Source: an optimization exercise on an open RTL-to-GDS flow (aim: small area, a short achievable clock period and few clock cycles). Production flows keep margins and buffers that such runs may drop. Only simulation tests tie the RTL to the original design; equivalence was not proved. Power is estimated from default activity; no workload was simulated.

## job 1974
// core
module core #(
  parameter int REG_SIZE   = 8,
  parameter int ADDR_SIZE  = 8,
  parameter int INSN_SIZE  = 16,
  parameter int INSN_COUNT = 16
) (
  input  logic                            clk,
  input  logic                            reset,
  input  logic                            init_R0_flag,
  input  logic [REG_SIZE-1:0]             init_R0_data,
  input  logic [INSN_SIZE*INSN_COUNT-1:0] insn_data,
  input  logic                            Start,
  output logic                            Ready,
  output logic [1:0]                      enable_M,
  output logic [ADDR_SIZE-1:0]            addr_M,
  output logic [REG_SIZE-1:0]             wr_data_M,
  input  logic [REG_SIZE-1:0]             rd_data_M,
  input  logic                            ready_M
);
Settings: LEC_CHECK=0, CAP_MARGIN=20, CORE_MARGIN=2, CORE_UTILIZATION=55, CTS_BUF_LIST=sky130_fd_sc_hd__clkbuf_8, CTS_CLUSTER_DIAMETER=60, CTS_CLUSTER_SIZE=16, SLEW_MARGIN=20, TNS_END_PERCENT=10; clock period 10.0 ns.
standard.sh (not shown) runs the stock make flow with config.mk's settings and CLKGATE_MAP_FILE= SYNTH_SCRIPT=/design/flow/synth_recipe.tcl, a recipe that flattens the netlist after the stock synthesis.
==> flow/flow/run.sh <==
#!/bin/bash
# Layout: the standard flow (standard.sh) with three changes:
#  - port buffers of the smallest drive (buffer_ports -buffer_cell buf_1);
#    repair resizes the ones that need more;
#  - no adder cells in synthesis (ADDER_MAP_FILE empty), so abc maps the
#    arithmetic together with the logic around it;
#  - timing repair aims at a larger setup slack margin.
# make's output goes to flow.log; each step's own log is under orfs/logs/.
set -uo pipefail
bash standard.sh "ADDER_MAP_FILE=" "SETUP_SLACK_MARGIN=6.5" \
  "BUFFER_PORTS_ARGS=-buffer_cell sky130_fd_sc_hd__buf_1" finish > flow.log 2>&1
Testbench counts of job 1974, summed over its fixed seeds: cycles 7,675.
The following lists how job 6291 was set up differently from job 1974:
--- a/flow/flow/run.sh
+++ b/flow/flow/run.sh
@@ -9,3 +9,3 @@
 set -uo pipefail
-bash standard.sh "ADDER_MAP_FILE=" "SETUP_SLACK_MARGIN=6.5" \
+bash standard.sh "ADDER_MAP_FILE=" "SETUP_SLACK_MARGIN=6.2" \
   "BUFFER_PORTS_ARGS=-buffer_cell sky130_fd_sc_hd__buf_1" finish > flow.log 2>&1
### Flow results
Summary: with job 1974 as the reference, post-route standard cell area excluding fillers in job 6291 moved down by a few percent.
Delta (job 6291 minus job 1974): global-route wire length before repair was more or less identical, post-synth net total was more or less identical.

========
Another version of the RTL of core (not shown whole).
Size: about 1800 cells after synthesis, ~440 flip-flops.
Settings: LEC_CHECK=0, CAP_MARGIN=20, CORE_MARGIN=2, CORE_UTILIZATION=60, CTS_BUF_LIST=sky130_fd_sc_hd__clkbuf_8, CTS_CLUSTER_DIAMETER=60, CTS_CLUSTER_SIZE=16, SLEW_MARGIN=20, TNS_END_PERCENT=10; clock period 10.0 ns.
==> flow/flow/run.sh <==
#!/bin/bash
# Layout: the standard flow (standard.sh) with three changes:
#  - port buffers of the smallest drive (buffer_ports -buffer_cell buf_1);
#    repair resizes the ones that need more;
#  - no adder cells in synthesis (ADDER_MAP_FILE empty), so abc maps the
#    arithmetic together with the logic around it;
#  - timing repair aims at a larger setup slack margin.
# make's output goes to flow.log; each step's own log is under orfs/logs/.
set -uo pipefail
bash standard.sh "ADDER_MAP_FILE=" "SETUP_SLACK_MARGIN=6.2" \
  "BUFFER_PORTS_ARGS=-buffer_cell sky130_fd_sc_hd__buf_1" finish > flow.log 2>&1
The baseline finished clean.
Testbench counts at the start, summed over its fixed seeds: cycles 7,731.
Edit:
--- a/flow/config.mk
+++ b/flow/config.mk
@@ -9,3 +9,3 @@
 export CORE_MARGIN = 2
-export CORE_UTILIZATION = 60
+export CORE_UTILIZATION = 55
 export CTS_BUF_LIST = sky130_fd_sc_hd__clkbuf_8
Result: Clock skew decreases by 0.0039 ns; register-to-register slack barely changes; wire length shrinks by about 2.8%; utilization is lower by 5.3 points; area after synthesis is unchanged; cell count is higher by about 2.7%; global-route usage decreases by 4.3 points; clock-buffer cell count climbs by 1; fmax came out lower by 0.42%.
Edit:
--- a/flow/flow/run.sh
+++ b/flow/flow/run.sh
@@ -6,6 +6,7 @@
 #    arithmetic together with the logic around it;
-#  - timing repair aims at a larger setup slack margin.
+#  - timing repair aims at a larger setup slack margin, and runs after
+#    global routing only (not after clock tree synthesis).
 # make's output goes to flow.log; each step's own log is under orfs/logs/.
 set -uo pipefail
-bash standard.sh "ADDER_MAP_FILE=" "SETUP_SLACK_MARGIN=6.2" \
+bash standard.sh "ADDER_MAP_FILE=" "SETUP_SLACK_MARGIN=6.2" "SKIP_CTS_REPAIR_TIMING=1" \
   "BUFFER_PORTS_ARGS=-buffer_cell sky130_fd_sc_hd__buf_1" finish > flow.log 2>&1
Outcome: The new run ran to the end with no violations; via count is lower by 0.53%; setup slack got worse by 0.30 ns; critical path depth is lower by 1; clock-buffer cell count does not change; die area stays the same; cell area is lower by 0.99%; fmax is lower by 7.0%; sequential power hardly moves; worst hold slack is about the same; synthesized cell count stays the same; register-to-register slack got worse by 0.14 ns.
Edit:
==> flow/flow/run.sh (replaced) <==
#!/bin/bash
# Layout: the standard flow (standard.sh) with three changes:
#  - port buffers of the smallest drive (buffer_ports -buffer_cell buf_1);
#    repair resizes the ones that need more;
#  - no adder cells in synthesis (ADDER_MAP_FILE empty), so abc maps the
#    arithmetic together with the logic around it;
#  - timing repair aims at a larger setup slack margin.
# make's output goes to flow.log; each step's own log is under orfs/logs/.
set -uo pipefail
bash standard.sh "ADDER_MAP_FILE=" "SETUP_SLACK_MARGIN=6.4" \
  "BUFFER_PORTS_ARGS=-buffer_cell sky130_fd_sc_hd__buf_1" finish > flow.log 2>&1
The changed run completed without violations.
Clock-buffer cell count went up by 1.
Utilization goes up by 3.5 points.
Final area goes up by a few percent.
Worst setup slack is better by 0.46 ns.
Synthesized cell count stays the same.
Worst hold slack hardly moves.
Cell count rose by a few percent.
Routed wire length is higher by a little under a tenth.

static timing again, ports no longer ideal:
How much do the figures lean on ideal ports? The routed layouts below were timed once more, with nothing changed but the port constraints. Step 1, drivers: a clkbuf_16 drives clk and a buf_2 each remaining input, both assumed. Step 2 moves the port delays by t, midway between the first and last clock arrival at a register: inputs arrive t later, outputs are due t later. That takes back most of the time a late clock gives input paths. a / b / c = no drivers / after step 1 / after step 2; a / b = the first two.
run | shift t [ns] | setup WS [ns] | latest minus earliest clock arrival (ns)
job 1974 | 0.701 | 5.585 / 5.585 / 5.408 | 0.043 / 0.042
job 6291 | 0.683 | 5.793 / 5.795 / 5.112 | 0.033 / 0.033
the first run of note 2 | 0.679 | 6.048 / 6.012 / 5.403 | 0.050 / 0.050
the second run of note 2 | 0.681 | 6.032 / 6.049 / 5.368 | 0.046 / 0.047
the third run of note 2 | 0.683 | 5.734 / 5.760 / 5.077 | 0.053 / 0.053
the fourth run of note 2 | 0.697 | 6.193 / 6.193 / 5.612 | 0.041 / 0.042
After both steps every run listed still meets setup and hold. The setup slack of job 6291, which loses most, moves by +0.002 ns with the drivers and by -0.681 ns with both steps.
